This design comes from an exercise in tuning for small area, a short achievable clock period and few clock cycles per item on the open sky130 flow, not from production work. Function was checked by simulation only, so behaviour that the tests miss may differ from the original.

--- design/flow/design.v ---
module frac_sad_search #(
    parameter int WIDTH     = 8,
    parameter int HEIGHT    = 8,
    parameter int BITDEPTH  = 8,
    parameter int TAPS      = 8,
    parameter int HALF_TAPS = 3,
    parameter int SAD_W     = 14
) (
    input  logic                             clk,
    input  logic                             reset,
    input  logic                             in_valid,
    output logic                             in_ready,
    input  logic [(WIDTH+TAPS)*BITDEPTH-1:0] filter_pix,
    input  logic [WIDTH*BITDEPTH-1:0]        ref_pix,
    output logic                             out_valid,
    input  logic                             out_ack,
    output logic [SAD_W-1:0]                 sad_int,
    output logic [SAD_W-1:0]                 sad_h,
    output logic [SAD_W-1:0]                 sad_v,
    output logic [1:0]                       best_mode,
    output logic [SAD_W-1:0]                 best_sad
);
    localparam int BD   = BITDEPTH;
    localparam int NPX  = WIDTH + TAPS - 1;           
    localparam int LAST = HEIGHT + TAPS - 2;          
    localparam int RSW  = BD + $clog2(WIDTH);         
    logic [3:0]  cnt_q;            
    logic        ov_q;             
    logic        rdy_q;            
    logic        accept;
    logic [3:0]  cnt_d;
    logic        ov_d;
    logic        fin_q;
    assign in_ready = rdy_q;
    assign accept   = in_valid && rdy_q;
    always_comb begin
        cnt_d = cnt_q;
        if (accept) cnt_d = (cnt_q == 4'(LAST)) ? '0 : cnt_q + 4'd1;
        ov_d = ov_q;
        if (ov_q && out_ack) ov_d = 1'b0;
        else if (fin_q)      ov_d = 1'b1;
    end
    always_ff @(posedge clk) begin
        if (reset) begin
            cnt_q <= '0;
            ov_q  <= 1'b0;
            rdy_q <= 1'b1;
        end else begin
            cnt_q <= cnt_d;
            ov_q  <= ov_d;
            rdy_q <= !(ov_d && cnt_d == 4'(TAPS - 1));
        end
    end
    logic [NPX*BD-1:0]   row_q;
    logic [WIDTH*BD-1:0] ref_q;
    logic                v0_q, c0_q, f0_q, l0_q;
    always_ff @(posedge clk) begin
        row_q <= filter_pix[NPX*BD-1:0];
        ref_q <= ref_pix;
        c0_q  <= cnt_q >= 4'(TAPS - 1);
        f0_q  <= cnt_q == 4'(TAPS - 1);
        l0_q  <= cnt_q == 4'(LAST);
    end
    always_ff @(posedge clk) begin
        if (reset) v0_q <= 1'b0;
        else       v0_q <= accept;
    end
    localparam int CW = WIDTH * BD;                   
    localparam int EW = (NPX - WIDTH) * BD;           
    logic [CW-1:0] wc [TAPS-1];
    logic [EW-1:0] we [4];
    always_ff @(posedge clk) begin
        if (v0_q) begin
            for (int r = 0; r < TAPS - 2; r++) wc[r] <= wc[r+1];
            wc[TAPS-2] <= row_q[HALF_TAPS*BD +: CW];
            for (int r = 0; r < 3; r++) we[r] <= we[r+1];
            we[3] <= {row_q[NPX*BD-1 : (HALF_TAPS+WIDTH)*BD], row_q[HALF_TAPS*BD-1:0]};
        end
    end
    logic [NPX*BD-1:0]  hrow;
    logic [TAPS*BD-1:0] vcol [WIDTH];
    always_comb begin
        hrow = {we[0][EW-1 : HALF_TAPS*BD], wc[3], we[0][HALF_TAPS*BD-1:0]};
        for (int x = 0; x < WIDTH; x++) begin
            for (int t = 0; t < TAPS - 1; t++) vcol[x][t*BD +: BD] = wc[t][x*BD +: BD];
            vcol[x][(TAPS-1)*BD +: BD] = row_q[(x+HALF_TAPS)*BD +: BD];
        end
    end
    logic [9:0] vx [WIDTH], vy [WIDTH], hx [WIDTH], hy [WIDTH];
    logic       vc [WIDTH], hc [WIDTH];
    for (genvar x = 0; x < WIDTH; x++) begin : g_filt
        fsad_filt_cs u_v (.p(vcol[x]), .hx(vx[x]), .hy(vy[x]), .c6n(vc[x]));
        fsad_filt_cs u_h (.p(hrow[x*BD +: TAPS*BD]), .hx(hx[x]), .hy(hy[x]), .c6n(hc[x]));
    end
    logic [BD:0] di [WIDTH];
    always_comb begin
        for (int x = 0; x < WIDTH; x++) begin
            logic [BD:0] t;
            t = {1'b0, wc[3][x*BD +: BD]} - {1'b0, ref_q[x*BD +: BD]};
            di[x] = {t[BD], t[BD-1:0] ^ {BD{t[BD]}}};
        end
    end
    logic [9:0]    s1vx [WIDTH], s1vy [WIDTH], s1hx [WIDTH], s1hy [WIDTH];
    logic          s1vc [WIDTH], s1hc [WIDTH];
    logic [BD:0]   s1i [WIDTH];
    logic [BD-1:0] s1c [WIDTH];
    logic          v1_q, f1_q, l1_q;
    always_ff @(posedge clk) begin
        for (int x = 0; x < WIDTH; x++) begin
            s1vx[x] <= vx[x];
            s1vy[x] <= vy[x];
            s1vc[x] <= vc[x];
            s1hx[x] <= hx[x];
            s1hy[x] <= hy[x];
            s1hc[x] <= hc[x];
            s1i[x]  <= di[x];
            s1c[x]  <= ref_q[x*BD +: BD];
        end
        f1_q <= f0_q;
        l1_q <= l0_q;
    end
    always_ff @(posedge clk) begin
        if (reset) v1_q <= 1'b0;
        else       v1_q <= v0_q && c0_q;
    end
    logic [BD:0] dv [WIDTH], dh [WIDTH];
    for (genvar x = 0; x < WIDTH; x++) begin : g_diff
        fsad_filt_diff u_v (.hx(s1vx[x]), .hy(s1vy[x]), .c6n(s1vc[x]), .c(s1c[x]), .e(dv[x]));
        fsad_filt_diff u_h (.hx(s1hx[x]), .hy(s1hy[x]), .c6n(s1hc[x]), .c(s1c[x]), .e(dh[x]));
    end
    logic [RSW-1:0] rix, riy;
    fsad_rowsum_cs u_ri (.e0(s1i[0]), .e1(s1i[1]), .e2(s1i[2]), .e3(s1i[3]),
                         .e4(s1i[4]), .e5(s1i[5]), .e6(s1i[6]), .e7(s1i[7]), .rx(rix), .ry(riy));
    logic [BD:0]    s2v [WIDTH], s2h [WIDTH];
    logic [RSW-1:0] r2ix, r2iy;
    logic        v2_q, f2_q, l2_q;
    always_ff @(posedge clk) begin
        for (int x = 0; x < WIDTH; x++) begin
            s2v[x] <= dv[x];
            s2h[x] <= dh[x];
        end
        r2ix <= rix;
        r2iy <= riy;
        f2_q <= f1_q;
        l2_q <= l1_q;
    end
    always_ff @(posedge clk) begin
        if (reset) v2_q <= 1'b0;
        else       v2_q <= v1_q;
    end
    logic [RSW-1:0] rhx, rhy, rvx, rvy;
    fsad_rowsum_cs u_rh (.e0(s2h[0]), .e1(s2h[1]), .e2(s2h[2]), .e3(s2h[3]),
                         .e4(s2h[4]), .e5(s2h[5]), .e6(s2h[6]), .e7(s2h[7]), .rx(rhx), .ry(rhy));
    fsad_rowsum_cs u_rv (.e0(s2v[0]), .e1(s2v[1]), .e2(s2v[2]), .e3(s2v[3]),
                         .e4(s2v[4]), .e5(s2v[5]), .e6(s2v[6]), .e7(s2v[7]), .rx(rvx), .ry(rvy));
    logic [RSW-1:0] r3hx, r3hy, r3vx, r3vy;
    logic           v3_q, f3_q, l3_q;
    always_ff @(posedge clk) begin
        r3hx <= rhx;
        r3hy <= rhy;
        r3vx <= rvx;
        r3vy <= rvy;
        f3_q <= f2_q;
        l3_q <= l2_q;
    end
    always_ff @(posedge clk) begin
        if (reset) v3_q <= 1'b0;
        else       v3_q <= v2_q;
    end
    logic [SAD_W-1:0] acc_i;
    always_ff @(posedge clk) begin
        if (v2_q) acc_i <= (f2_q ? '0 : acc_i) + SAD_W'(r2ix) + SAD_W'(r2iy);
    end
    logic [SAD_W-1:0] acc_h, acc_v;
    always_ff @(posedge clk) begin
        if (v3_q) begin
            acc_h <= (f3_q ? '0 : acc_h) + SAD_W'(r3hx) + SAD_W'(r3hy);
            acc_v <= (f3_q ? '0 : acc_v) + SAD_W'(r3vx) + SAD_W'(r3vy);
        end
    end
    always_ff @(posedge clk) begin
        if (reset) fin_q <= 1'b0;
        else       fin_q <= v3_q && l3_q;
    end
    logic [1:0]       bm_c, bm_q;
    logic [SAD_W-1:0] bs_c, bs_q;
    always_comb begin
        logic hi, vi, vh;
        hi = acc_h < acc_i;
        vi = acc_v < acc_i;
        vh = acc_v < acc_h;
        if (hi) begin
            bm_c = vh ? 2'd2 : 2'd1;
            bs_c = vh ? acc_v : acc_h;
        end else begin
            bm_c = vi ? 2'd2 : 2'd0;
            bs_c = vi ? acc_v : acc_i;
        end
    end
    always_ff @(posedge clk) begin
        if (fin_q) begin
            bm_q <= bm_c;
            bs_q <= bs_c;
        end
    end
    assign out_valid = ov_q;
    assign sad_int   = acc_i;
    assign sad_h     = acc_h;
    assign sad_v     = acc_v;
    assign best_mode = bm_q;
    assign best_sad  = bs_q;
endmodule
module fsad_filt_cs (
    input  logic [63:0] p,
    output logic [9:0]  hx,
    output logic [9:0]  hy,
    output logic        c6n
);
    wire n1 = ~p[16];
    wire n2 = ~p[40];
    wire n3 = ~p[0];
    wire n4 = ~p[56];
    wire n5 = ~p[17];
    wire n6 = ~p[41];
    wire n7 = ~p[1];
    wire n8 = ~p[57];
    wire n9 = ~p[18];
    wire n10 = ~p[42];
    wire n11 = ~p[2];
    wire n12 = ~p[58];
    wire n13 = ~p[19];
    wire n14 = ~p[43];
    wire n15 = ~p[3];
    wire n16 = ~p[59];
    wire n17 = ~p[20];
    wire n18 = ~p[44];
    wire n19 = ~p[4];
    wire n20 = ~p[60];
    wire n21 = ~p[21];
    wire n22 = ~p[45];
    wire n23 = ~p[5];
    wire n24 = ~p[61];
    wire n25 = ~p[22];
    wire n26 = ~p[46];
    wire n27 = ~p[6];
    wire n28 = ~p[62];
    wire n29 = ~p[23];
    wire n30 = ~p[47];
    wire n31 = ~p[7];
    wire n32 = ~p[63];
    wire n33, n34;
    assign {n34, n33} = {1'b0, n1} + {1'b0, n2} + {1'b0, n3};
    wire n35, n36;
    assign {n36, n35} = {1'b0, n1} + {1'b0, n5} + {1'b0, n2};
    wire n37, n38;
    assign {n38, n37} = {1'b0, n6} + {1'b0, n7} + {1'b0, n8};
    wire n39, n40;
    assign {n40, n39} = {1'b0, n5} + {1'b0, n9} + {1'b0, n6};
    wire n41, n42;
    assign {n42, n41} = {1'b0, n10} + {1'b0, p[8]} + {1'b0, p[48]};
    wire n43, n44;
    assign {n44, n43} = {1'b0, p[24]} + {1'b0, p[32]} + {1'b0, n1};
    wire n45, n46;
    assign {n46, n45} = {1'b0, n9} + {1'b0, n13} + {1'b0, n2};
    wire n47, n48;
    assign {n48, n47} = {1'b0, n10} + {1'b0, n14} + {1'b0, p[9]};
    wire n49, n50;
    assign {n50, n49} = {1'b0, p[49]} + {1'b0, n15} + {1'b0, n16};
    wire n51, n52;
    assign {n52, n51} = {1'b0, p[25]} + {1'b0, p[33]} + {1'b0, n5};
    wire n53, n54;
    assign {n54, n53} = {1'b0, n13} + {1'b0, n17} + {1'b0, n6};
    wire n55, n56;
    assign {n56, n55} = {1'b0, n14} + {1'b0, n18} + {1'b0, p[10]};
    wire n57, n58;
    assign {n58, n57} = {1'b0, p[50]} + {1'b0, n19} + {1'b0, n20};
    wire n59, n60;
    assign {n60, n59} = {1'b0, p[24]} + {1'b0, p[26]} + {1'b0, p[32]};
    wire n61, n62;
    assign {n62, n61} = {1'b0, p[34]} + {1'b0, n9} + {1'b0, n17};
    wire n63, n64;
    assign {n64, n63} = {1'b0, n21} + {1'b0, n10} + {1'b0, n18};
    wire n65, n66;
    assign {n66, n65} = {1'b0, n22} + {1'b0, p[11]} + {1'b0, p[51]};
    wire n67, n68;
    assign {n68, n67} = {1'b0, n23} + {1'b0, n24} + {1'b0, 1'b1};
    wire n69, n70;
    assign {n70, n69} = {1'b0, p[25]} + {1'b0, p[27]} + {1'b0, p[33]};
    wire n71, n72;
    assign {n72, n71} = {1'b0, p[35]} + {1'b0, n13} + {1'b0, n21};
    wire n73, n74;
    assign {n74, n73} = {1'b0, n25} + {1'b0, n14} + {1'b0, n22};
    wire n75, n76;
    assign {n76, n75} = {1'b0, n26} + {1'b0, p[12]} + {1'b0, p[52]};
    wire n77, n78;
    assign {n78, n77} = {1'b0, p[26]} + {1'b0, p[28]} + {1'b0, p[34]};
    wire n79, n80;
    assign {n80, n79} = {1'b0, p[36]} + {1'b0, n17} + {1'b0, n25};
    wire n81, n82;
    assign {n82, n81} = {1'b0, n29} + {1'b0, n18} + {1'b0, n26};
    wire n83, n84;
    assign {n84, n83} = {1'b0, n30} + {1'b0, p[13]} + {1'b0, p[53]};
    wire n85, n86;
    assign {n86, n85} = {1'b0, p[27]} + {1'b0, p[29]} + {1'b0, p[35]};
    wire n87, n88;
    assign {n88, n87} = {1'b0, p[37]} + {1'b0, n21} + {1'b0, n29};
    wire n89, n90;
    assign {n90, n89} = {1'b0, n22} + {1'b0, n30} + {1'b0, p[14]};
    wire n91, n92;
    assign {n92, n91} = {1'b0, p[28]} + {1'b0, p[30]} + {1'b0, p[36]};
    wire n93, n94;
    assign {n94, n93} = {1'b0, p[38]} + {1'b0, n25} + {1'b0, n26};
    wire n95, n96;
    assign {n96, n95} = {1'b0, p[29]} + {1'b0, p[31]} + {1'b0, p[37]};
    wire n97, n98;
    assign {n98, n97} = {1'b0, p[39]} + {1'b0, n29} + {1'b0, n30};
    wire n99, n100;
    assign {n100, n99} = {1'b0, n34} + {1'b0, n35} + {1'b0, n37};
    wire n101, n102;
    assign {n102, n101} = {1'b0, n11} + {1'b0, n12} + {1'b0, n36};
    wire n103, n104;
    assign {n104, n103} = {1'b0, n38} + {1'b0, n39} + {1'b0, n41};
    wire n105, n106;
    assign {n106, n105} = {1'b0, 1'b1} + {1'b0, n40} + {1'b0, n42};
    wire n107, n108;
    assign {n108, n107} = {1'b0, n43} + {1'b0, n45} + {1'b0, n47};
    wire n109, n110;
    assign {n110, n109} = {1'b0, 1'b1} + {1'b0, n44} + {1'b0, n46};
    wire n111, n112;
    assign {n112, n111} = {1'b0, n48} + {1'b0, n50} + {1'b0, n51};
    wire n113, n114;
    assign {n114, n113} = {1'b0, n53} + {1'b0, n55} + {1'b0, n57};
    wire n115, n116;
    assign {n116, n115} = {1'b0, n52} + {1'b0, n54} + {1'b0, n56};
    wire n117, n118;
    assign {n118, n117} = {1'b0, n58} + {1'b0, n59} + {1'b0, n61};
    wire n119, n120;
    assign {n120, n119} = {1'b0, n63} + {1'b0, n65} + {1'b0, n67};
    wire n121, n122;
    assign {n122, n121} = {1'b0, n27} + {1'b0, n28} + {1'b0, n60};
    wire n123, n124;
    assign {n124, n123} = {1'b0, n62} + {1'b0, n64} + {1'b0, n66};
    wire n125, n126;
    assign {n126, n125} = {1'b0, n68} + {1'b0, n69} + {1'b0, n71};
    wire n127, n128;
    assign {n128, n127} = {1'b0, n31} + {1'b0, n32} + {1'b0, n70};
    wire n129, n130;
    assign {n130, n129} = {1'b0, n72} + {1'b0, n74} + {1'b0, n76};
    wire n131, n132;
    assign {n132, n131} = {1'b0, n77} + {1'b0, n79} + {1'b0, n81};
    wire n133, n134;
    assign {n134, n133} = {1'b0, p[54]} + {1'b0, n78} + {1'b0, n80};
    wire n135, n136;
    assign {n136, n135} = {1'b0, n82} + {1'b0, n84} + {1'b0, n85};
    wire n137, n138;
    assign {n138, n137} = {1'b0, p[15]} + {1'b0, p[55]} + {1'b0, n86};
    wire n139, n140;
    assign {n140, n139} = {1'b0, n88} + {1'b0, n90} + {1'b0, n91};
    wire n141, n142;
    assign {n142, n141} = {1'b0, n92} + {1'b0, n94} + {1'b0, n95};
    wire n143, n144;
    assign {n144, n143} = {1'b0, p[30]} + {1'b0, p[38]} + {1'b0, n96};
    wire n145, n146;
    assign {n146, n145} = {1'b0, n100} + {1'b0, n101} + {1'b0, n103};
    wire n147, n148;
    assign {n148, n147} = {1'b0, n49} + {1'b0, n102} + {1'b0, n104};
    wire n149, n150;
    assign {n150, n149} = {1'b0, n106} + {1'b0, n108} + {1'b0, n109};
    wire n151, n152;
    assign {n152, n151} = {1'b0, n110} + {1'b0, n112} + {1'b0, n114};
    wire n153, n154;
    assign {n154, n153} = {1'b0, n115} + {1'b0, n117} + {1'b0, n119};
    wire n155, n156;
    assign {n156, n155} = {1'b0, n73} + {1'b0, n75} + {1'b0, n116};
    wire n157, n158;
    assign {n158, n157} = {1'b0, n118} + {1'b0, n120} + {1'b0, n121};
    wire n159, n160;
    assign {n160, n159} = {1'b0, n83} + {1'b0, n122} + {1'b0, n124};
    wire n161, n162;
    assign {n162, n161} = {1'b0, n126} + {1'b0, n127} + {1'b0, n129};
    wire n163, n164;
    assign {n164, n163} = {1'b0, n87} + {1'b0, n89} + {1'b0, n128};
    wire n165, n166;
    assign {n166, n165} = {1'b0, n130} + {1'b0, n132} + {1'b0, n133};
    wire n167, n168;
    assign {n168, n167} = {1'b0, n93} + {1'b0, n134} + {1'b0, n136};
    wire n169, n170;
    assign {n170, n169} = {1'b0, n97} + {1'b0, n138} + {1'b0, n140};
    wire n171, n172;
    assign {n172, n171} = {1'b0, n98} + {1'b0, n142} + {1'b0, n143};
    wire n173, n174;
    assign {n174, n173} = {1'b0, p[31]} + {1'b0, p[39]} + {1'b0, n144};
    wire n175, n176;
    assign {n176, n175} = {1'b0, n105} + {1'b0, n107} + {1'b0, n146};
    wire n177, n178;
    assign {n178, n177} = {1'b0, n111} + {1'b0, n113} + {1'b0, n148};
    wire n179, n180;
    assign {n180, n179} = {1'b0, n150} + {1'b0, n151} + {1'b0, n153};
    wire n181, n182;
    assign {n182, n181} = {1'b0, n123} + {1'b0, n125} + {1'b0, n152};
    wire n183, n184;
    assign {n184, n183} = {1'b0, n154} + {1'b0, n155} + {1'b0, n157};
    wire n185, n186;
    assign {n186, n185} = {1'b0, n131} + {1'b0, n156} + {1'b0, n158};
    wire n187, n188;
    assign {n188, n187} = {1'b0, n135} + {1'b0, n160} + {1'b0, n162};
    wire n189, n190;
    assign {n190, n189} = {1'b0, n137} + {1'b0, n139} + {1'b0, n164};
    wire n191, n192;
    assign {n192, n191} = {1'b0, n141} + {1'b0, n168} + {1'b0, n169};
    wire n193, n194;
    assign {n194, n193} = {1'b0, n149} + {1'b0, n176} + {1'b0, n177};
    wire n195, n196;
    assign {n196, n195} = {1'b0, n180} + {1'b0, n181} + {1'b0, n183};
    wire n197, n198;
    assign {n198, n197} = {1'b0, n159} + {1'b0, n161} + {1'b0, n182};
    wire n199, n200;
    assign {n200, n199} = {1'b0, n163} + {1'b0, n165} + {1'b0, n186};
    wire n201, n202;
    assign {n202, n201} = {1'b0, n166} + {1'b0, n167} + {1'b0, n188};
    wire n203, n204;
    assign {n204, n203} = {1'b0, n170} + {1'b0, n171} + {1'b0, n192};
    wire n205, n206;
    assign {n206, n205} = {1'b0, n178} + {1'b0, n179} + {1'b0, n194};
    wire n207, n208;
    assign {n208, n207} = {1'b0, n184} + {1'b0, n185} + {1'b0, n196};
    wire n209, n210;
    assign {n210, n209} = {1'b0, n187} + {1'b0, n198} + {1'b0, n199};
    wire n211, n212;
    assign {n212, n211} = {1'b0, n189} + {1'b0, n200} + {1'b0, n201};
    wire n213, n214;
    assign {n214, n213} = {1'b0, n190} + {1'b0, n191} + {1'b0, n202};
    wire n215, n216;
    assign {n216, n215} = {1'b0, n172} + {1'b0, n173} + {1'b0, n204};
    wire [15:0] xi = {1'b1, 1'b1, ~n174, ~n215, ~n203, ~n212, ~n210, ~n208, ~n197, ~n195, ~n205, ~n193, ~n147, ~n145, ~n99, ~n4};
    wire [15:0] yi = {1'b1, 1'b1, ~n216, 1'b1, ~n214, ~n213, ~n211, ~n209, ~n207, ~n206, 1'b1, 1'b1, ~n175, 1'b1, 1'b1, ~n33};
    wire [6:0] lo = {1'b0, xi[5:0]} + {1'b0, yi[5:0]} + 7'd1;
    assign hx  = xi[15:6];
    assign hy  = yi[15:6];
    assign c6n = lo[6];
endmodule
module fsad_filt_diff (
    input  logic [9:0] hx,
    input  logic [9:0] hy,
    input  logic       c6n,
    input  logic [7:0] c,
    output logic [8:0] e
);
    wire [9:0] sn = hx + hy + {9'd0, c6n} + 10'd96;
    wire [9:0] w  = hx + hy + {9'd0, c6n} + 10'd96 + {2'd0, c};
    always_comb begin
        if (!sn[9])     e = {1'b0, c};            
        else if (!sn[8]) e = {1'b0, ~c};          
        else            e = {~w[9], w[7:0] ^ {8{w[9]}}};
    end
endmodule
module fsad_rowsum_cs (
    input  logic [8:0]  e0,
    input  logic [8:0]  e1,
    input  logic [8:0]  e2,
    input  logic [8:0]  e3,
    input  logic [8:0]  e4,
    input  logic [8:0]  e5,
    input  logic [8:0]  e6,
    input  logic [8:0]  e7,
    output logic [10:0] rx,
    output logic [10:0] ry
);
    wire n1, n2;
    assign {n2, n1} = {1'b0, e0[0]} + {1'b0, e0[8]} + {1'b0, e1[0]};
    wire n3, n4;
    assign {n4, n3} = {1'b0, e1[8]} + {1'b0, e2[0]} + {1'b0, e2[8]};
    wire n5, n6;
    assign {n6, n5} = {1'b0, e3[0]} + {1'b0, e3[8]} + {1'b0, e4[0]};
    wire n7, n8;
    assign {n8, n7} = {1'b0, e4[8]} + {1'b0, e5[0]} + {1'b0, e5[8]};
    wire n9, n10;
    assign {n10, n9} = {1'b0, e0[1]} + {1'b0, e1[1]} + {1'b0, e2[1]};
    wire n11, n12;
    assign {n12, n11} = {1'b0, e3[1]} + {1'b0, e4[1]} + {1'b0, e5[1]};
    wire n13, n14;
    assign {n14, n13} = {1'b0, e0[2]} + {1'b0, e1[2]} + {1'b0, e2[2]};
    wire n15, n16;
    assign {n16, n15} = {1'b0, e6[0]} + {1'b0, e6[8]} + {1'b0, e7[0]};
    wire n17, n18;
    assign {n18, n17} = {1'b0, e6[1]} + {1'b0, e7[1]} + {1'b0, n2};
    wire n19, n20;
    assign {n20, n19} = {1'b0, n4} + {1'b0, n6} + {1'b0, n8};
    wire n21, n22;
    assign {n22, n21} = {1'b0, e3[2]} + {1'b0, e4[2]} + {1'b0, e5[2]};
    wire n23, n24;
    assign {n24, n23} = {1'b0, e6[2]} + {1'b0, e7[2]} + {1'b0, n10};
    wire n25, n26;
    assign {n26, n25} = {1'b0, e0[3]} + {1'b0, e1[3]} + {1'b0, e2[3]};
    wire n27, n28;
    assign {n28, n27} = {1'b0, e3[3]} + {1'b0, e4[3]} + {1'b0, e5[3]};
    wire n29, n30;
    assign {n30, n29} = {1'b0, e6[3]} + {1'b0, e7[3]} + {1'b0, n14};
    wire n31, n32;
    assign {n32, n31} = {1'b0, e0[4]} + {1'b0, e1[4]} + {1'b0, e2[4]};
    wire n33, n34;
    assign {n34, n33} = {1'b0, e3[4]} + {1'b0, e4[4]} + {1'b0, e5[4]};
    wire n35 = e6[4] ^ e7[4];
    wire n36 = e6[4] & e7[4];
    wire n37, n38;
    assign {n38, n37} = {1'b0, e0[5]} + {1'b0, e1[5]} + {1'b0, e2[5]};
    wire n39, n40;
    assign {n40, n39} = {1'b0, e3[5]} + {1'b0, e4[5]} + {1'b0, e5[5]};
    wire n41 = e6[5] ^ e7[5];
    wire n42 = e6[5] & e7[5];
    wire n43, n44;
    assign {n44, n43} = {1'b0, e0[6]} + {1'b0, e1[6]} + {1'b0, e2[6]};
    wire n45, n46;
    assign {n46, n45} = {1'b0, e3[6]} + {1'b0, e4[6]} + {1'b0, e5[6]};
    wire n47 = e6[6] ^ e7[6];
    wire n48 = e6[6] & e7[6];
    wire n49, n50;
    assign {n50, n49} = {1'b0, e0[7]} + {1'b0, e1[7]} + {1'b0, e2[7]};
    wire n51, n52;
    assign {n52, n51} = {1'b0, e3[7]} + {1'b0, e4[7]} + {1'b0, e5[7]};
    wire n53 = e6[7] ^ e7[7];
    wire n54 = e6[7] & e7[7];
    wire n55, n56;
    assign {n56, n55} = {1'b0, e7[8]} + {1'b0, n1} + {1'b0, n3};
    wire n57, n58;
    assign {n58, n57} = {1'b0, n9} + {1'b0, n11} + {1'b0, n16};
    wire n59, n60;
    assign {n60, n59} = {1'b0, n12} + {1'b0, n13} + {1'b0, n18};
    wire n61, n62;
    assign {n62, n61} = {1'b0, n20} + {1'b0, n21} + {1'b0, n23};
    wire n63, n64;
    assign {n64, n63} = {1'b0, n22} + {1'b0, n24} + {1'b0, n25};
    wire n65 = n27 ^ n29;
    wire n66 = n27 & n29;
    wire n67, n68;
    assign {n68, n67} = {1'b0, n26} + {1'b0, n28} + {1'b0, n30};
    wire n69, n70;
    assign {n70, n69} = {1'b0, n31} + {1'b0, n33} + {1'b0, n35};
    wire n71, n72;
    assign {n72, n71} = {1'b0, n32} + {1'b0, n34} + {1'b0, n36};
    wire n73, n74;
    assign {n74, n73} = {1'b0, n37} + {1'b0, n39} + {1'b0, n41};
    wire n75, n76;
    assign {n76, n75} = {1'b0, n38} + {1'b0, n40} + {1'b0, n42};
    wire n77, n78;
    assign {n78, n77} = {1'b0, n43} + {1'b0, n45} + {1'b0, n47};
    wire n79, n80;
    assign {n80, n79} = {1'b0, n44} + {1'b0, n46} + {1'b0, n48};
    wire n81, n82;
    assign {n82, n81} = {1'b0, n49} + {1'b0, n51} + {1'b0, n53};
    wire n83, n84;
    assign {n84, n83} = {1'b0, n50} + {1'b0, n52} + {1'b0, n54};
    wire n85, n86;
    assign {n86, n85} = {1'b0, n5} + {1'b0, n7} + {1'b0, n15};
    wire n87, n88;
    assign {n88, n87} = {1'b0, n17} + {1'b0, n19} + {1'b0, n56};
    wire n89, n90;
    assign {n90, n89} = {1'b0, n58} + {1'b0, n59} + {1'b0, n61};
    wire n91, n92;
    assign {n92, n91} = {1'b0, n60} + {1'b0, n62} + {1'b0, n63};
    wire n93, n94;
    assign {n94, n93} = {1'b0, n64} + {1'b0, n66} + {1'b0, n67};
    wire n95, n96;
    assign {n96, n95} = {1'b0, n68} + {1'b0, n70} + {1'b0, n71};
    wire n97, n98;
    assign {n98, n97} = {1'b0, n72} + {1'b0, n74} + {1'b0, n75};
    wire n99, n100;
    assign {n100, n99} = {1'b0, n76} + {1'b0, n78} + {1'b0, n79};
    wire n101, n102;
    assign {n102, n101} = {1'b0, n80} + {1'b0, n82} + {1'b0, n83};
    wire n103, n104;
    assign {n104, n103} = {1'b0, n57} + {1'b0, n86} + {1'b0, n87};
    wire n105 = n88 ^ n89;
    wire n106 = n88 & n89;
    wire n107, n108;
    assign {n108, n107} = {1'b0, n65} + {1'b0, n90} + {1'b0, n91};
    wire n109, n110;
    assign {n110, n109} = {1'b0, n69} + {1'b0, n92} + {1'b0, n93};
    wire n111, n112;
    assign {n112, n111} = {1'b0, n73} + {1'b0, n94} + {1'b0, n95};
    wire n113, n114;
    assign {n114, n113} = {1'b0, n77} + {1'b0, n96} + {1'b0, n97};
    wire n115, n116;
    assign {n116, n115} = {1'b0, n81} + {1'b0, n98} + {1'b0, n99};
    wire n117 = n100 ^ n101;
    wire n118 = n100 & n101;
    wire n119 = n84 ^ n102;
    wire n120 = n84 & n102;
    assign rx = {n120, n118, n116, n114, n112, n110, n108, n106, n104, n103, n55};
    assign ry = {1'b0, n119, n117, n115, n113, n111, n109, n107, n105, 1'b0, n85};
endmodule
--- design/flow/flow/run.sh ---
#!/bin/bash
# Standard layout (the standard.sh, unchanged synthesis), with port buffers of
# type buf_2 and timing repair aimed at a tighter setup margin.
bash standard.sh SETUP_SLACK_MARGIN=8 'BUFFER_PORTS_ARGS=-buffer_cell sky130_fd_sc_hd__buf_2' finish > standard.log 2>&1
--- design/flow/standard.sh ---
#!/bin/bash
# synth_recipe.tcl (not shown) runs the flow's synth.tcl, then flattens the netlist and writes it again
# the make line also repeats each setting of config.mk as NAME=value (left out here)
make -C /OpenROAD-flow-scripts/flow DESIGN_CONFIG=/design/flow/config.mk WORK_HOME=/design/flow/orfs CLKGATE_MAP_FILE= SYNTH_SCRIPT=/design/flow/synth_recipe.tcl "${@:-finish}"
--- design/flow/config.mk ---
export PLATFORM = sky130hd
export DESIGN_NAME = frac_sad_search
export DESIGN_NICKNAME = frac_sad_search
export VERILOG_FILES = /design/flow/design.v
export SDC_FILE = /design/flow/constraint.sdc
export NUM_CORES = 4
export LEC_CHECK = 0
export CAP_MARGIN = 30
export CORE_MARGIN = 2
export CORE_UTILIZATION = 40
export CTS_BUF_LIST = sky130_fd_sc_hd__clkbuf_16
export CTS_CLUSTER_DIAMETER = 80
export CTS_CLUSTER_SIZE = 30
export SLEW_MARGIN = 40
--- design/flow/constraint.sdc ---
create_clock -name core_clock -period 12.0 [get_ports {clk}]
set_input_delay 2.4000 -clock core_clock [delete_from_list [all_inputs] [get_ports {clk}]]
set_output_delay 2.4000 -clock core_clock [all_outputs]
set_load 0.01 [all_outputs]
==> impl_metrics.yaml, run 1 <==
status:
  status: "finished clean"
routing:
  routed_wl_um: 261000
  routed_via_density: 4.97
  wl_per_cell_um: 22.8
  drt_iter0_drc: 4637
  drt.antenna.violating_nets: 0
  vias: 56678
  dr.pass1.iters: 10
  drc: 0
sta:
  max_freq_ghz: 0.254
  fin_ws_ns: 8.06
  max_slew_margin_pct: 37.5
  holdWs_ns: 0.336
  tightestPinTransition_ns: 0.930
  finalSetupTns_ns: 0
  clock_skew_ns: 0.0610
  hold_viol_final: 0
  layout_min_cycle_time_ns: 3.94
  setup_violations: 0
  post-route-period-util_pct: 32.8
  rsz0062_at_grt: "yes"
  maxSlewViolCount: 0
synth:
  ys_seq_elements: 1530
  yosysTopAreaCell: "fa_1"
  synth_cells: 7545
  syn-cell-area_um2: 98800
  synth_edf_count: 730
  seq_area_frac_synth_pct: 38.4
  synth_top_flop_cell: "dfxtp_1"
  syn_area_per_cell_um2: 13.1
  synth_area_leaders: "fa_1, edfxtp_1, dfxtp_1"
  ys_types: 85
  synthArstFlopShare_pct: 0
  syn-num-nets: 9973
  ys_warn_count: 38
  yosys.area.top_type_share_pct: 33.8
layout:
  drive_gt1_share_pct: 11.6
  final_common_cell: "fa_1"
  area_delta_synth_final_pct: 12.3
  fin_nets: 10526
  final_cell_mix: "fa_1, inv_1, dfxtp_1"
placed_design:
  place.detailed.hpwl_um: 211000
  preCtsSetupSlack_ns: 7.48
  routabilityCongestion: 0.946
  io_buffer_count: 247
worst_setup_path:
  ff2ff_setup_slack_ns: 8.08
  end_kind: "output pin"
  reg2reg_from: "wc[3][24]$_DFFE_PP_"
  worstPathArrival_ns: 1.54
  crit_slowest_cell: "edfxtp_1"
  crit_family: "flip-flops"
  critPathRequiredTime_ns: 9.60
  path_buf_inv: 1
  cp_cell_sequence: "buf_2"
  worstSetupStartpointType: "register"
  rr_worst_depth: 8
  crit_fanout: 4
  setup.worst_path.start: "acc_v[6]$_DFFE_PP_"
  critPathMaxStageDelay_ns: 0.52
  crit_type: "register to output pin"
  r2r_end: "g_diff[3].u_v.hy[1]$_DFF_P_"
clock_tree:
  path_clk_slew_ns: 0.10
  cts_tree: "yes"
  clock_sinks: 1530
  clk-insertion-delay-late_ns: 0.85
  clock_path_buffers: 3
  cts_hold_buf: 0
  ctsRootBufferMaster: "clkbuf_16"
  numCtsBuffers: 106
  htree_levels: 3
grt:
  grt_max_degree: 161
  grt_usage_pct: 21.1
  grt_pass1_wl_um: 388000
  grt_pass1_vias: 60247
  antenna_found_initial: 20
  grt_overflow_total: 0
floorplanning:
  start_util_pct: 40.2
  coreArea_um2: 246000
  die_x_um: 501
  rows: 182
  die_height_um: 501
  pin_count: 256
  die_area_um2: 251000
min_path:
  holdPathStages: 0
  min_to: "f2_q$_DFF_P_"
  hold_start: "f1_q$_DFF_P_"
  hold_path.class: "register to register"
flow_run:
  drv_cap: 0
-- final cells by class --
type / count / area, µm²
diodes: 2 / 5.00
clock inverters: 92 / 1510
inverters: 1632 / 6250
multi-input cells: 4336 / 54700
repair buffers: 492 / 3700
flip-flops and latches: 1530 / 37900
fillers: 21930 / 135000
well taps: 3220 / 4030
clock buffers: 110 / 2750
-- worst reg2reg max path, stage by stage, from the launching register on --
cell and delay (ns):
edfxtp_1 0.47, buf_4 0.26, fa_1 0.48, fa_1 0.51, inv_1 0.06, fa_1 0.52
fa_1 0.53, fa_1 0.46, fa_1 0.51
-- synthesized netlist by cell type, drive strengths merged, types with 42 or more instances --
cell and count:
a21oi 132, nand2b 53, nand3 159, a211oi 54, nor2b 99, edfxtp 730
clkbuf 42, o31ai 44, or2 42, fa 1666, nor2 295, o21a 47
dfxtp 800, inv 1632, ha 566, a21o 47, xor2 64, nand2 90
xnor2 279, o221a 103, o21ai 203
-- timing repair --
action	CTS	global route
setup endpoints to repair	119	87
endpoints found under the hold margin	0	0
pin swaps	0	5
gates resized for setup	85	79
buffers inserted	67	80
-- through the flow --
step / utilization [%] / instance area [µm²] / cells
3_5_place_dp: 42.6 / 105000 / 11062
6_report: 45.1 / 111000 / 11414
5_1_grt: 45.1 / 111000 / 11413
4_1_cts: 44.7 / 110000 / 11331
2_1_floorplan: - / 98800 / 7545
3_3_place_gp: 42.6 / 105000 / 11050
-- flip-flops by register name (all words and copies together) (netlist names), 9 cells and up --
name / flops
bs_q: 14
r3vx: 11
s2v: 72
g_diff.u_h.hy: 56
acc_i: 14
s1vx: 64
g_diff.u_v.hy: 56
r2iy: 9
s2h: 72
wc: 448
s1hx: 64
s1c: 64
row_q: 120
acc_h: 14
acc_v: 14
r3hy: 9
r3vy: 9
s1i: 72
ref_q: 64
r3hx: 11
we: 224
r2ix: 11
-- worst max-delay path by stage --
stage | depth (start not counted) | endpoint | slack [ns]
after floorplan | 0 | wc[0][0]$_DFFE_PP_ | 6.69
after global placement | 9 | s1hc[4]$_DFF_P_ | 6.83
after detailed placement | 10 | s1hc[3]$_DFF_P_ | 7.48
after CTS | 10 | s1hc[3]$_DFF_P_ | 7.97
after global routing | 13 | s2h[5][6]$_DFF_P_ | 7.95
final | 1 | sad_v[6] | 8.06
-- logic make-up after synthesis --
logic type               after synthesis  synth area share [%]
adder cells (fa/ha/maj)             2232                  40.9
buffers and inverters               1679                  6.38
flip-flops                          1530                  38.4
AO/OA/AOI/OAI                        873                  6.63
AND/OR/NAND/NOR                      865                  4.37
XOR/XNOR                             343                  3.04
multiplexers                          23                 0.236
-- routing by layer --
metal	share of wire [%]	GRT usage [%]
met1	43	29.0
met3	7.1	4.13
met4	3.5	7.03
met2	46	33.4
met5	0.0054	0
Testbench counts, summed over its fixed seeds: cycles 15,408, blocks 1,024.
==> run 2: changes to the inputs <==
--- a/design/flow/config.mk
+++ b/design/flow/config.mk
@@ -12,3 +12,4 @@
 export CTS_CLUSTER_DIAMETER = 80
 export CTS_CLUSTER_SIZE = 30
+export PLACE_DENSITY = 0.75
 export SLEW_MARGIN = 40
==> run 2 against run 1 <==
First-iteration DRC count is 5.1% higher. Worst hold slack improved by 0.0013 ns. Core utilization about the same. Highest routed layer unchanged.
==> impl_metrics.yaml, run 2 <==
sta:
  finalSetupTns_ns: 0
  clock_skew_ns: 0.0641
  tightestPinTransition_ns: 0.839
  max_slew_margin_pct: 44.0
  setup_violations: 0
  rsz0062_at_grt: "yes"
  post-route-period-util_pct: 33.1
  layout_min_cycle_time_ns: 3.97
  max_freq_ghz: 0.252
  maxSlewViolCount: 0
  hold_viol_final: 0
placed_design:
  io_buffer_count: 247
  place.detailed.hpwl_um: 209000
  routabilityCongestion: 0.967
  dp_cells: 11059
layout:
  drive_gt1_share_pct: 11.7
  largest_register: "wc"
  final_cell_mix: "fa_1, inv_1, dfxtp_1"
  final_cells: 11410
  largest_reg_flops: 448
  nFillCells: 21590
  area_delta_synth_final_pct: 12.2
  final_common_cell: "fa_1"
  reg_top3: "wc x448, we x224, row_q x120"
  fin_nets: 10524
routing:
  wl_met3_um: 19900
  drt_iter0_drc: 4874
  drt.antenna.violating_nets: 0
  routed_wl_um: 259000
  vias: 57523
  dr.pass1.iters: 7
  wl_per_cell_um: 22.7
  drc: 0
  highest_layer: "met5"
  routed_via_density: 5.04
  wl_met1_um: 107000
  wl_met2_um: 118000
synth:
  synth_edf_count: 730
  synthTopCellsByCount: "fa_1, inv_1, dfxtp_1"
  synth_most_common_cell: "fa_1"
  synth_top_flop_cell: "dfxtp_1"
  synth_area_leaders: "fa_1, edfxtp_1, dfxtp_1"
  syn-num-nets: 9973
  synthArstFlopShare_pct: 0
  yosys.area.top_type_share_pct: 33.8
  ys_types: 85
  ys_warn_count: 38
  syn-cell-area_um2: 98800
  syn_area_per_cell_um2: 13.1
  seq_area_frac_synth_pct: 38.4
  yosysTopAreaCell: "fa_1"
  synth_cells: 7545
  ys_seq_elements: 1530
worst_setup_path:
  crit_slowest_cell: "edfxtp_1"
  cp_cell_sequence: "buf_2"
  crit_fanout: 5
  end_kind: "output pin"
  worstSetupStartpointType: "register"
  crit_type: "register to output pin"
  worstPathArrival_ns: 1.57
  crit_family: "flip-flops"
  path_buf_inv: 1
  critPathMaxStageDelay_ns: 0.54
  critPathRequiredTime_ns: 9.60
clock_tree:
  cts_hold_buf: 0
  path_clk_slew_ns: 0.10
  clock_path_buffers: 3
  ctsRootBufferMaster: "clkbuf_16"
  clk-insertion-delay-late_ns: 0.83
  htree_levels: 3
  cts_tree: "yes"
  clock_sinks: 1530
  numCtsBuffers: 102
floorplanning:
  rows: 182
  die_height_um: 501
  die_x_um: 501
  coreArea_um2: 246000
  pin_count: 256
  die_area_um2: 251000
  start_util_pct: 40.2
grt:
  grt_pass1_vias: 61395
  grt_overflow_total: 0
  antenna_found_initial: 13
  grt_usage_pct: 20.9
  grt_pass1_wl_um: 388000
  grt_max_degree: 161
min_path:
  hold_path.class: "register to register"
flow_run:
  drv_cap: 0
status:
  status: "finished clean"
==> run 2: cell counts after synthesis <==
Identical to the previous run, type by type.
==> run 2: worst paths after layout <==
check | from | endpoint | slack, ns | depth (start not counted)
worst max register to register | wc[3][47]$_DFFE_PP_ | s1hx[6][6]$_DFF_P_ | 8.05 | 8
worst min register to register | l0_q$_DFF_P_ | l1_q$_DFF_P_ | 0.34 | 0
worst max-delay path | acc_h[0]$_DFFE_PP_ | sad_h[0] | 8.03 | 1
worst min-delay path | l0_q$_DFF_P_ | l1_q$_DFF_P_ | 0.34 | 0
==> run 2: kinds of logic after synthesis <==
logic type      synth area share [%]
flops                           38.4
simple gates                    4.37
mux                            0.236
xor+xnor                        3.04
fa+ha+maj                       40.9
compound gates                  6.63
buf+inv                         6.38
==> run 2: per-layer routing <==
layer,GRT usage [%],vias to the layer above
met5,0,-
li1,-,25438
met4,9.17,8
met2,32.8,2130
met3,4.31,521
met1,28.0,29426
==> run 2: repair_timing <==
action                                  in CTS  in global routing
pin swaps                                    0                 10
buffers inserted                            81                 70
gates resized for setup                     86                 86
endpoints found under the setup margin     123                103
==> run 2: per-stage QoR <==
step / utilization (%) / cell area, µm² / hold WS, ns / setup WS, ns
2_1_floorplan: - / 98800 / 0.310 / 6.69
3_3_place_gp: 42.5 / 105000 / 0.316 / 6.95
3_5_place_dp: 42.6 / 105000 / 0.313 / 7.41
4_1_cts: 44.7 / 110000 / 0.337 / 7.96
5_1_grt: 45.1 / 111000 / 0.341 / 7.95
6_report: 45.1 / 111000 / 0.338 / 8.03
==> run 2: area by class of cell <==
type / count / area [µm²] / area share, %
flip-flops and latches: 1530 / 37900 / 34.2
clock buffers: 104 / 2600 / 2.35
repair buffers: 494 / 3700 / 3.34
clock inverters: 90 / 1510 / 1.36
well taps: 3220 / 4030 / 3.64
diodes: 4 / 10.0 / 0.00903
inverters: 1632 / 6250 / 5.64
multi-input cells: 4336 / 54800 / 49.4
==> run 3: changes to the inputs <==
==> design/flow/flow/run.sh (replaced) <==
#!/bin/bash
# Standard layout (the standard.sh, unchanged synthesis), with port buffers of
# type buf_2, timing repair aimed at a tighter setup margin, and resizing not tied
# to cell footprints.
bash standard.sh SETUP_SLACK_MARGIN=8 MATCH_CELL_FOOTPRINT=0 'BUFFER_PORTS_ARGS=-buffer_cell sky130_fd_sc_hd__buf_2' finish > standard.log 2>&1
--- a/design/flow/config.mk
+++ b/design/flow/config.mk
@@ -12,4 +12,3 @@
 export CTS_CLUSTER_DIAMETER = 80
 export CTS_CLUSTER_SIZE = 30
-export PLACE_DENSITY = 0.75
 export SLEW_MARGIN = 40
==> run 3 against run 2 <==
Global-route usage rose by 0.22 points. Clock skew shrank 0.0073 ns. Clock-buffer cell count is 6 higher. Sequential share of layout area decreased by 0.057 points. Core utilization up 0.074 points. Via count shrank 1.4%. Routed wire length grew 0.95%. Design area up 0.16%. Critical path type unchanged. Worst hold slack worse by 0.0018 ns. Maximum frequency up 0.84%. Highest routed layer unchanged.
==> impl_metrics.yaml, run 3 <==
status:
  status: "finished clean"
synth:
  ys_seq_elements: 1530
  synthArstFlopShare_pct: 0
  syn_area_per_cell_um2: 13.1
  syn-num-nets: 9973
  ys_types: 85
  syn-cell-area_um2: 98800
  synth_area_leaders: "fa_1, edfxtp_1, dfxtp_1"
  synth_edf_count: 730
  seq_area_frac_synth_pct: 38.4
  synth_most_common_cell: "fa_1"
  yosys.area.top_type_share_pct: 33.8
  synth_top_flop_cell: "dfxtp_1"
  yosysTopAreaCell: "fa_1"
  ys_warn_count: 38
  synthTopCellsByCount: "fa_1, inv_1, dfxtp_1"
  synth_cells: 7545
clock_tree:
  path_clk_slew_ns: 0.10
  cts_tree: "yes"
  ctsRootBufferMaster: "clkbuf_16"
  clock_path_buffers: 3
  clock_sinks: 1530
  clk-insertion-delay-late_ns: 0.84
  htree_levels: 3
  numCtsBuffers: 106
worst_setup_path:
  cp_num_cells: 1
  reg2reg_from: "wc[3][24]$_DFFE_PP_"
  crit_slowest_cell: "edfxtp_1"
  path_buf_inv: 1
  worstPathArrival_ns: 1.53
  crit_family: "flip-flops"
  worstSetupStartpointType: "register"
  setup.worst_path.start: "acc_h[8]$_DFFE_PP_"
  crit_type: "register to output pin"
  critPathRequiredTime_ns: 9.60
  cp_cell_sequence: "buf_2"
  end_kind: "output pin"
  critPathMaxStageDelay_ns: 0.51
  rr_worst_depth: 8
  crit_fanout: 3
sta:
  hold_viol_final: 0
  rsz0062_at_grt: "yes"
  max_freq_ghz: 0.254
  setup_violations: 0
  layout_min_cycle_time_ns: 3.93
  max_slew_margin_pct: 40.1
  maxSlewViolCount: 0
  fin_ws_ns: 8.07
  tightestPinTransition_ns: 0.891
  clock_skew_ns: 0.0568
  finalSetupTns_ns: 0
  post-route-period-util_pct: 32.8
layout:
  largest_reg_flops: 448
  final_cell_mix: "fa_1, inv_1, dfxtp_1"
  regArea_um2: 37900
  largest_register: "wc"
  final_common_cell: "fa_1"
  reg_top3: "wc x448, we x224, row_q x120"
  multiInputGateArea_um2: 54700
  drive_gt1_share_pct: 11.8
  final_cell_area_um2: 111000
  final_cells: 11426
  area_delta_synth_final_pct: 12.4
  nFillCells: 21918
  fin_nets: 10538
floorplanning:
  coreArea_um2: 246000
  die_area_um2: 251000
  pin_count: 256
  die_x_um: 501
  rows: 182
  start_util_pct: 40.2
  die_height_um: 501
routing:
  routed_via_density: 4.96
  routed_wl_um: 261000
  vias: 56719
  drc: 0
  drt.antenna.violating_nets: 0
  wl_per_cell_um: 22.8
  dr.pass1.iters: 7
  drt_iter0_drc: 4735
placed_design:
  place.detailed.hpwl_um: 211000
  preCtsSetupSlack_ns: 7.40
  postPlaceCellArea_um2: 105000
  routabilityCongestion: 0.946
  io_buffer_count: 247
  dp_cells: 11062
min_path:
  holdPathStages: 0
  hold_start: "l0_q$_DFF_P_"
  hold_path.class: "register to register"
grt:
  grt_overflow_total: 0
  grt_pass1_vias: 60320
  grt_usage_pct: 21.1
  grt_pass1_wl_um: 389000
  antenna_found_initial: 21
  grt_max_degree: 161
flow_run:
  drv_cap: 0
==> run 3: worst paths after layout <==
path / end / slack [ns]
hold reg to reg: l1_q$_DFF_P_ / 0.34
setup / recovery: sad_h[8] / 8.07
setup reg to reg: g_diff[3].u_v.hy[1]$_DFF_P_ / 8.08
hold / removal: l1_q$_DFF_P_ / 0.34
==> run 3: cells by family (layout without fill, tap and decap cells) <==
group	after synthesis	count (layout)	synth area share, %
buffers and inverters	1679	2338	6.38
DFF	1530	1530	38.4
adders and majority gates	2232	2232	40.9
other	0	2	0
and+or+nand+nor	865	865	4.37
AOI/OAI and AO/OA	873	873	6.63
muxes	23	23	0.236
xor gates and xnor gates	343	343	3.04
==> run 3: timing repair <==
| item | 4_1_cts | 5_1_grt |
|---|---|---|
| hold buffers | 0 | 0 |
| buffers inserted | 75 | 84 |
| setup endpoints to repair | 123 | 94 |
| gates resized for setup | 102 | 79 |
| pin swaps | 0 | 9 |
==> run 3: area by class of cell <==
cell class	instances	share of cell area (%)
Sequential cell	1530	34.2
Multi-Input combinational cell	4336	49.3
Timing Repair Buffer	504	3.42
Clock inverter	92	1.36
Inverter	1632	5.65
Clock buffer	110	2.48
Antenna cell	2	0.00451
Tap cell	3220	3.63
==> run 3: stage by stage <==
stage               hold WS [ns]  util (%)
floorplan                  0.310         -
global placement           0.316      42.6
detailed placement         0.314      42.6
CTS                        0.336      44.8
global route               0.346      45.2
finish                     0.336      45.2
==> run 3: routing by layer <==
metal | global-route usage (%) | up-vias | wire, µm
met4 | 7.48 | 2 | 10200
met5 | 0 | - | 17
li1 | - | 25481 | -
met2 | 33.3 | 1780 | 120000
met1 | 29.1 | 29085 | 113000
met3 | 4.13 | 371 | 18600
==> run 4: changes to the inputs <==
==> design/flow/flow/run.sh (replaced) <==
#!/bin/bash
# Standard layout (the standard.sh, unchanged synthesis), with port buffers of
# type buf_1 and timing repair aimed at a tighter setup margin.
bash standard.sh SETUP_SLACK_MARGIN=8 'BUFFER_PORTS_ARGS=-buffer_cell sky130_fd_sc_hd__buf_1' finish > standard.log 2>&1
==> run 4 against run 3 <==
Synthesized area did not move. Global-route usage barely moved. Die area did not move. Design area fell by 0.76%. Routed wire length fell by 0.12%. Synthesized cell count did not move. Maximum frequency fell by 0.64%.
==> impl_metrics.yaml, run 4 <==
placed_design:
  place.detailed.hpwl_um: 212000
  routabilityCongestion: 0.942
  io_buffer_count: 247
clock_tree:
  numCtsBuffers: 101
  cts_tree: "yes"
  htree_levels: 3
  clk-insertion-delay-late_ns: 0.83
  clock_path_buffers: 3
  clock_sinks: 1530
  path_clk_slew_ns: 0.10
  ctsRootBufferMaster: "clkbuf_16"
worst_setup_path:
  crit_type: "register to register"
  crit_family: "adder cells"
  critPathRequiredTime_ns: 12.71
  worstSetupStartpointType: "register"
  reg2reg_from: "s1hc[0]$_DFF_P_"
  end_kind: "register"
  crit_fanout: 8
  cp_cell_sequence: "fa_1, ha_1, inv_1, fa_1, nor2b_1, o21ai_1, a21boi_0, nor2_1, ha_1, o21ai_0, nor2_1, o31ai_4, xnor2_1, o221a_2"
  r2r_end: "s2h[0][5]$_DFF_P_"
  worstPathArrival_ns: 4.66
  path_buf_inv: 1
  critPathMaxStageDelay_ns: 0.56
  crit_slowest_cell: "fa_1"
  ff2ff_setup_slack_ns: 8.04
  rr_worst_depth: 14
synth:
  syn-num-nets: 9973
  synth_top_flop_cell: "dfxtp_1"
  synth_area_leaders: "fa_1, edfxtp_1, dfxtp_1"
  ys_types: 85
  synthArstFlopShare_pct: 0
  yosysTopAreaCell: "fa_1"
  seq_area_frac_synth_pct: 38.4
  syn-cell-area_um2: 98800
  synth_cells: 7545
  synthTopCellsByCount: "fa_1, inv_1, dfxtp_1"
  ys_seq_elements: 1530
  synth_most_common_cell: "fa_1"
  ys_warn_count: 38
  yosys.area.top_type_share_pct: 33.8
  synth_edf_count: 730
  syn_area_per_cell_um2: 13.1
min_path:
  holdPathStages: 0
  hold_start: "l0_q$_DFF_P_"
  hold_path.class: "register to register"
  min_to: "l1_q$_DFF_P_"
sta:
  hold_viol_final: 0
  maxSlewViolCount: 0
  max_freq_ghz: 0.253
  setup_violations: 0
  clock_skew_ns: 0.0691
  layout_min_cycle_time_ns: 3.96
  max_slew_margin_pct: 38.2
  post-route-period-util_pct: 33.0
  holdWs_ns: 0.333
  finalSetupTns_ns: 0
  rsz0062_at_grt: "yes"
  tightestPinTransition_ns: 0.920
floorplanning:
  die_height_um: 501
  pin_count: 256
  rows: 182
  start_util_pct: 40.2
  coreArea_um2: 246000
  die_x_um: 501
  die_area_um2: 251000
grt:
  grt_usage_pct: 21.1
  antenna_found_initial: 21
  grt_pass1_vias: 60265
  grt_max_degree: 173
  grt_overflow_total: 0
  grt_pass1_wl_um: 389000
status:
  status: "finished clean"
layout:
  largest_reg_flops: 448
  fin_nets: 10508
  largest_register: "wc"
  fin_util_pct: 44.8
  drive_gt1_share_pct: 8.37
  final_common_cell: "fa_1"
  area_delta_synth_final_pct: 11.5
  final_cell_mix: "fa_1, inv_1, dfxtp_1"
  reg_top3: "wc x448, we x224, row_q x120"
routing:
  wl_per_cell_um: 22.9
  drt_iter0_drc: 4312
  routed_via_density: 4.95
  dr.pass1.iters: 6
  routed_wl_um: 261000
  drt.antenna.violating_nets: 0
  vias: 56414
  drc: 0
flow_run:
  drv_cap: 0
[run 4: cell types whose count changed in the layout (fill, tap and decap cells not counted), moves of 4 or more]
cell / before / now
buf_2: 247 / 0
buf_8: 7 / 12
fa_1: 1649 / 1642
buf_1: 0 / 247
clkbuf_16: 110 / 103
buf_4: 197 / 171
fa_2: 17 / 24
inv_8: 13 / 9
inv_16: 16 / 10
clkinv_1: 0 / 4
buf_12: 36 / 32
[run 4: worst max-delay path by stage]
stage,from,endpoint,slack (ns),cells past startpoint
2_1_floorplan,v0_q$_SDFF_PP0_,wc[0][0]$_DFFE_PP_,6.69,0
3_3_place_gp,wc[3][56]$_DFFE_PP_,s1hc[4]$_DFF_P_,6.81,9
3_5_place_dp,wc[3][8]$_DFFE_PP_,s1hc[3]$_DFF_P_,7.19,10
4_1_cts,wc[3][8]$_DFFE_PP_,s1hc[3]$_DFF_P_,7.84,10
5_1_grt,wc[3][58]$_DFFE_PP_,g_diff[5].u_h.hy[1]$_DFF_P_,7.97,10
6_report,s1hc[0]$_DFF_P_,s2h[0][5]$_DFF_P_,8.04,14
[run 4: cells by family (layout without fill, tap and decap cells)]
| kind of cell | Yosys count | in the layout | share of synthesized area, % |
|---|---|---|---|
| other | 0 | 3 | 0 |
| muxes | 23 | 23 | 0.236 |
| adders and majority gates | 2232 | 2232 | 40.9 |
| and+or+nand+nor | 865 | 865 | 4.37 |
| buffers and inverters | 1679 | 2302 | 6.38 |
| DFF | 1530 | 1530 | 38.4 |
| AOI/OAI and AO/OA | 873 | 873 | 6.63 |
| xor gates and xnor gates | 343 | 343 | 3.04 |
[run 4: repair_timing]
item / CTS / global route
setup buffers: 67 / 68
setup endpoints to repair: 120 / 81
hold buffers: 0 / 0
pin swaps: 0 / 6
resized for setup: 84 / 77
[run 4: cell type report]
type	count	area [µm²]
diodes	3	7.51
clock buffers	103	2580
clock inverters	88	1370
fillers	22105	136000
inverters	1632	6260
multi-input cells	4336	54700
flip-flops and latches	1530	37900
well taps	3220	4030
repair buffers	479	3260
[run 4: stage by stage]
step	cells	setup WS, ns	cell area [µm²]
floorplan	7545	6.69	98800
global placement	11049	6.81	104000
detailed placement	11060	7.19	104000
CTS	11318	7.84	109000
global route	11389	7.97	110000
finish	11391	8.04	110000
[run 4: metal layers]
| metal | track usage [%] | vias up | part of all wire (%) |
|---|---|---|---|
| met3 | 3.93 | 346 | 6.5 |
| met1 | 29.1 | 29005 | 44 |
| met2 | 33.7 | 1668 | 46 |
| li1 | - | 25391 | - |
| met4 | 6.70 | 4 | 3.3 |
| met5 | 0 | - | 0.012 |

==> re-timing with driven ports <==
In the flow no input, the clock included, has a driving cell. The finished layouts below were timed again as built, in two steps.
Step 1 sets driving cells, clkbuf_16 on the clock port and buf_2 on the other inputs (assumed; they add their load-dependent delay and slew).
Step 2, shift: input delay + t, output delay - t, t = (earliest + latest rising clock arrival at the registers) / 2. This alone moves slack from input paths to output paths.
Slacks: no drivers / after step 1 / after step 2; pairs: no drivers / after step 1.
| run | shift t [ns] | setup WS [ns] | worst hold slack (ns) | worst setup path at the end |
|---|---|---|---|---|
| run 1 | 0.904 | 8.061 / 7.973 / 8.078 | 0.336 / 0.336 / 0.336 | register to register |
| run 2 | 0.891 | 8.034 / 7.940 / 8.052 | 0.337 / 0.337 / 0.337 | register to register |
| run 3 | 0.904 | 8.067 / 7.978 / 8.080 | 0.336 / 0.336 / 0.336 | register to register |
| run 4 | 0.887 | 8.042 / 7.983 / 8.042 | 0.333 / 0.333 / 0.333 | register to register |
After both steps setup and hold are still met in every run listed.
